What follows belongs to an exercise in optimizing a design on an open flow for small area, a short achievable clock period and few clock cycles per item; a production flow would make more cautious choices. In this exercise RTL edits were held to simulation tests only and were not proved equivalent to the original. Power is estimated from default activity; no workload was simulated.

==> module vc_ctrl, before the edit <==
module vc_ctrl
(
   input  logic                clk,
   input  logic                rst,
   input  logic                req_valid,
   output logic                req_ready,
   input  logic [TAG_W-1:0]    req_tag,
   input  logic                req_has_vic,
   input  logic [TAG_W-1:0]    vic_tag,
   input  logic [LINE_W-1:0]   vic_data,
   input  logic                vic_dirty,
   output logic                rsp_valid,
   input  logic                rsp_ready,
   output logic                rsp_hit,
   output logic [LINE_W-1:0]   rsp_data,
   output logic                rsp_dirty,
   output logic                wb_valid,
   input  logic                wb_ready,
   output logic [TAG_W-1:0]    wb_tag,
   output logic [LINE_W-1:0]   wb_data,
   output logic                acc_en,
   output logic [VC_IDX_W-1:0] acc_idx,
   input  logic [VC_IDX_W-1:0] lru_idx
);
   logic [ENTRIES-1:0]             valid_q, valid_d;
   logic [ENTRIES-1:0]             dirty_q, dirty_d;
   logic [ENTRIES-1:0][TAG_W-1:0]  tag_q;
   logic [ENTRIES-1:0][LINE_W-1:0] data_q;
   logic                           b_valid_q;     
   logic                           b_hv_q;        
   logic                           b_hit_q;
   logic                           b_use_lru_q;   
   logic [ENTRIES-1:0]             b_idx_oh_q;    
   logic [VC_IDX_W-1:0]            b_acc_idx_q;   
   logic                           b_vdirty_q;
   logic [TAG_W-1:0]               b_vtag_q;
   logic [LINE_W-1:0]              b_vdata_q;
   logic                           rsp_valid_q, rsp_hit_q, rsp_dirty_q;
   logic                           wb_valid_q;
   logic                           rsp_free_q, wb_free_q;   
   logic [TAG_W-1:0]               wb_tag_q;
   logic [LINE_W-1:0]              out_q;
   logic                           out_free, go, take;
   logic [ENTRIES-1:0]             lru_oh, sel_oh, we, clr;
   logic [TAG_W-1:0]               rd_tag;
   logic [LINE_W-1:0]              rd_data;
   logic                           rd_dirty, lru_dirty;
   logic [ENTRIES-1:0]             match_d, hit_oh_d, free_oh_d, idx_oh_d;
   logic                           hit_d, full_d, use_lru_d;
   logic [VC_IDX_W-1:0]            idx_d;
   assign out_free  = (rsp_free_q | rsp_ready) & (wb_free_q | wb_ready);
   assign go        = b_valid_q & out_free;
   assign req_ready = ~b_valid_q | out_free;
   assign take      = req_valid & req_ready;
   always_comb begin
      for (int i = 0; i < ENTRIES; i++) begin
         lru_oh[i] = (lru_idx == VC_IDX_W'(i));
      end
   end
   assign sel_oh  = b_use_lru_q ? lru_oh : b_idx_oh_q;
   assign we      = {ENTRIES{go & b_hv_q}} & sel_oh;
   assign clr     = {ENTRIES{go & b_hit_q & ~b_hv_q}} & b_idx_oh_q;
   assign valid_d = (valid_q & ~clr) | we;
   assign dirty_d = (dirty_q & ~clr & ~we) | (we & {ENTRIES{b_vdirty_q}});
   always_comb begin
      rd_data   = '0;
      rd_tag    = '0;
      rd_dirty  = 1'b0;
      lru_dirty = 1'b0;
      for (int i = 0; i < ENTRIES; i++) begin
         rd_data   = rd_data | ({LINE_W{sel_oh[i]}} & data_q[i]);
         rd_tag    = rd_tag  | ({TAG_W{sel_oh[i]}} & tag_q[i]);
         rd_dirty  = rd_dirty | (sel_oh[i] & dirty_q[i]);
         lru_dirty = lru_dirty | (lru_oh[i] & dirty_q[i]);
      end
   end
   vc_tag_match u_match (
      .valid_nx (valid_d),
      .wr_en    (we),
      .tags     (tag_q),
      .wr_tag   (b_vtag_q),
      .req_tag  (req_tag),
      .match    (match_d)
   );
   always_comb begin
      for (int i = 0; i < ENTRIES; i++) begin
         hit_oh_d[i]  = match_d[i] & ~|(match_d & ((ENTRIES'(1) << i) - ENTRIES'(1)));
         free_oh_d[i] = ~valid_d[i] & &(valid_d | ~((ENTRIES'(1) << i) - ENTRIES'(1)));
      end
   end
   assign hit_d    = |match_d;
   assign full_d   = &valid_d;
   assign idx_oh_d = hit_oh_d | ({ENTRIES{~hit_d}} & free_oh_d);
   assign use_lru_d = req_has_vic & ~hit_d & full_d;
   logic [VC_IDX_W-1:0] free_idx;
   logic [ENTRIES-1:0]  m;
   always_comb begin
      free_idx = '0;
      for (int i = 0; i < ENTRIES; i++) begin
         if (free_oh_d[i]) free_idx = free_idx | VC_IDX_W'(i);
      end
   end
   assign m = match_d;
   assign idx_d[2] = ~(m[0] | m[1] | m[2] | m[3]) & (m[4] | m[5] | m[6] | m[7] | free_idx[2]);
   assign idx_d[1] = ~(m[0] | m[1]) & ((m[2] | m[3]) | (~(m[4] | m[5]) & (m[6] | m[7] | free_idx[1])));
   assign idx_d[0] = (~m[0] & m[1])
                   | (~m[0] & ~m[2] & m[3])
                   | (~m[0] & ~m[2] & ~m[4] & m[5])
                   | (~m[0] & ~m[2] & ~m[4] & ~m[6] & (m[7] | free_idx[0]));
   always_ff @(posedge clk or negedge rst) begin
      if (!rst) begin
         valid_q     <= '0;
         dirty_q     <= '0;
         b_valid_q   <= 1'b0;
         b_hv_q      <= 1'b0;
         rsp_valid_q <= 1'b0;
         wb_valid_q  <= 1'b0;
         rsp_free_q  <= 1'b1;
         wb_free_q   <= 1'b1;
      end else begin
         valid_q     <= valid_d;
         dirty_q     <= dirty_d;
         if (req_ready) begin
            b_valid_q <= req_valid;
            b_hv_q    <= req_valid & req_has_vic;
         end
         rsp_valid_q <= go | (rsp_valid_q & ~rsp_ready);
         wb_valid_q  <= (go & b_use_lru_q & lru_dirty) | (wb_valid_q & ~wb_ready);
         rsp_free_q  <= ~go & (rsp_free_q | rsp_ready);
         wb_free_q   <= ~(go & b_use_lru_q & lru_dirty) & (wb_free_q | wb_ready);
      end
   end
   always_ff @(posedge clk) begin
      for (int i = 0; i < ENTRIES; i++) begin
         if (we[i]) begin
            tag_q[i]  <= b_vtag_q;
            data_q[i] <= b_vdata_q;
         end
      end
      b_use_lru_q <= (take & use_lru_d) | (~take & b_use_lru_q);
      b_acc_idx_q <= ({VC_IDX_W{take}} & idx_d) | ({VC_IDX_W{~take}} & b_acc_idx_q);
      if (take) begin
         b_hit_q     <= hit_d;
         b_idx_oh_q  <= idx_oh_d;
         b_vdirty_q  <= vic_dirty;
         b_vtag_q    <= vic_tag;
         b_vdata_q   <= vic_data;
      end
      if (go) begin
         rsp_hit_q   <= b_hit_q;
         rsp_dirty_q <= rd_dirty;
         wb_tag_q    <= rd_tag;
         out_q       <= rd_data;
      end
   end
   assign rsp_valid = rsp_valid_q;
   assign rsp_hit   = rsp_hit_q;
   assign rsp_dirty = rsp_dirty_q;
   assign rsp_data  = out_q;
   assign wb_valid  = wb_valid_q;
   assign wb_tag    = wb_tag_q;
   assign wb_data   = out_q;
   assign acc_en    = b_hv_q & out_free;
   assign acc_idx   = ({VC_IDX_W{b_use_lru_q}} & lru_idx) | b_acc_idx_q;
endmodule
clock: 6.0 ns
lec_check: 0
cap_margin: 20
core_margin: 2
core_utilization: 40
cts_cluster_diameter: 100
cts_cluster_size: 24
setup_slack_margin: 3.0
slew_margin: 20
standard.sh (not shown) runs the stock make flow with config.mk's settings and CLKGATE_MAP_FILE= SYNTH_SCRIPT=/design/flow/synth_recipe.tcl, a recipe that flattens the netlist after the stock synthesis.
==> flow/flow/run.sh <==
#!/bin/bash
# The standard layout, except that ports are buffered with a plain buf_1
# (the resizer still upsizes it where timing needs) instead of a delay cell,
# and the control ports are kept together (flow/io.tcl).
set -euo pipefail
here="$(cd "$(dirname "${BASH_SOURCE[0]}")/.." && pwd)"
cd "$here"
export BUFFER_PORTS_ARGS="-buffer_cell sky130_fd_sc_hd__buf_1"
export IO_CONSTRAINTS="$here/flow/io.tcl"
bash standard.sh finish > standard_make.log 2>&1
==> flow/flow/io.tcl <==
# Keep the ports of the short input-to-output and register-to-output control
# paths together, in the middle of the bottom edge.
set_io_pin_constraint -region bottom:230-290 -pin_names {
  lru_idx[0] lru_idx[1] lru_idx[2] acc_idx[0] acc_idx[1] acc_idx[2] acc_en
  req_ready req_valid rsp_ready wb_ready rsp_valid wb_valid
}
The first run ran to the end with no violations.
Testbench counts at the start, summed over its fixed seeds: cycles 3,216, items 3,200.
Next try:
--- a/flow/design.v
+++ b/flow/design.v
@@ -63,5 +63,4 @@
    logic                           rsp_valid_q, rsp_hit_q, rsp_dirty_q;
    logic                           wb_valid_q;
-   logic                           rsp_free_q, wb_free_q;   
    logic [TAG_W-1:0]               wb_tag_q;
    logic [LINE_W-1:0]              out_q;
@@ -74,5 +73,5 @@
    logic                           hit_d, full_d, use_lru_d;
    logic [VC_IDX_W-1:0]            idx_d;
-   assign out_free  = (rsp_free_q | rsp_ready) & (wb_free_q | wb_ready);
+   assign out_free  = (~rsp_valid_q | rsp_ready) & (~wb_valid_q | wb_ready);
    assign go        = b_valid_q & out_free;
    assign req_ready = ~b_valid_q | out_free;
@@ -141,6 +140,4 @@
          rsp_valid_q <= 1'b0;
          wb_valid_q  <= 1'b0;
-         rsp_free_q  <= 1'b1;
-         wb_free_q   <= 1'b1;
       end else begin
          valid_q     <= valid_d;
@@ -152,6 +149,4 @@
          rsp_valid_q <= go | (rsp_valid_q & ~rsp_ready);
          wb_valid_q  <= (go & b_use_lru_q & lru_dirty) | (wb_valid_q & ~wb_ready);
-         rsp_free_q  <= ~go & (rsp_free_q | rsp_ready);
-         wb_free_q   <= ~(go & b_use_lru_q & lru_dirty) & (wb_free_q | wb_ready);
       end
    end
Count of clock-buffer cells in the layout fell by 8.
Non-clock buffer count goes down by 31.
Worst hold slack improved by 0.0079 ns.
Maximum frequency falls by about 4.3%.
First-iteration DRC count is higher by about 9%.
Combinational power came out higher by about 70%.
Testbench counts after the change, summed over its fixed seeds: cycles 3,216, items 3,200.

-- separate check: timing with driven ports --
The results above use ideal ports. As a check the final layouts listed here were re-extracted and re-timed, cells and wires unchanged.
Step 1 (the two cells are an assumption about what drives the block):
set clk [get_ports {clk}]
set_driving_cell -lib_cell sky130_fd_sc_hd__clkbuf_16 $clk
set_driving_cell -lib_cell sky130_fd_sc_hd__buf_2 [delete_from_list [all_inputs] $clk]
Step 2 adds t to the input delays and takes it off the output delays; t is the mean of the earliest and latest rising clock arrival at the registers after step 1. Input paths then give back, and output paths get back, about the clock's delay inside the block.
Slacks: ideal / step 1 / step 2; pairs: ideal / step 1.
| run | shift t [ns] | setup WS [ns] | worst hold slack (ns) |
|---|---|---|---|
| the first run | 0.920 | 2.948 / 2.819 / 2.069 | 0.364 / 0.286 / 0.531 |
| the second run | 0.888 | 2.810 / 2.761 / 2.049 | 0.372 / 0.321 / 0.542 |
After both steps every run listed still meets setup and hold. For the first run, which loses most, drivers alone change the setup slack by -0.129 ns; drivers and shift together by -0.879 ns.
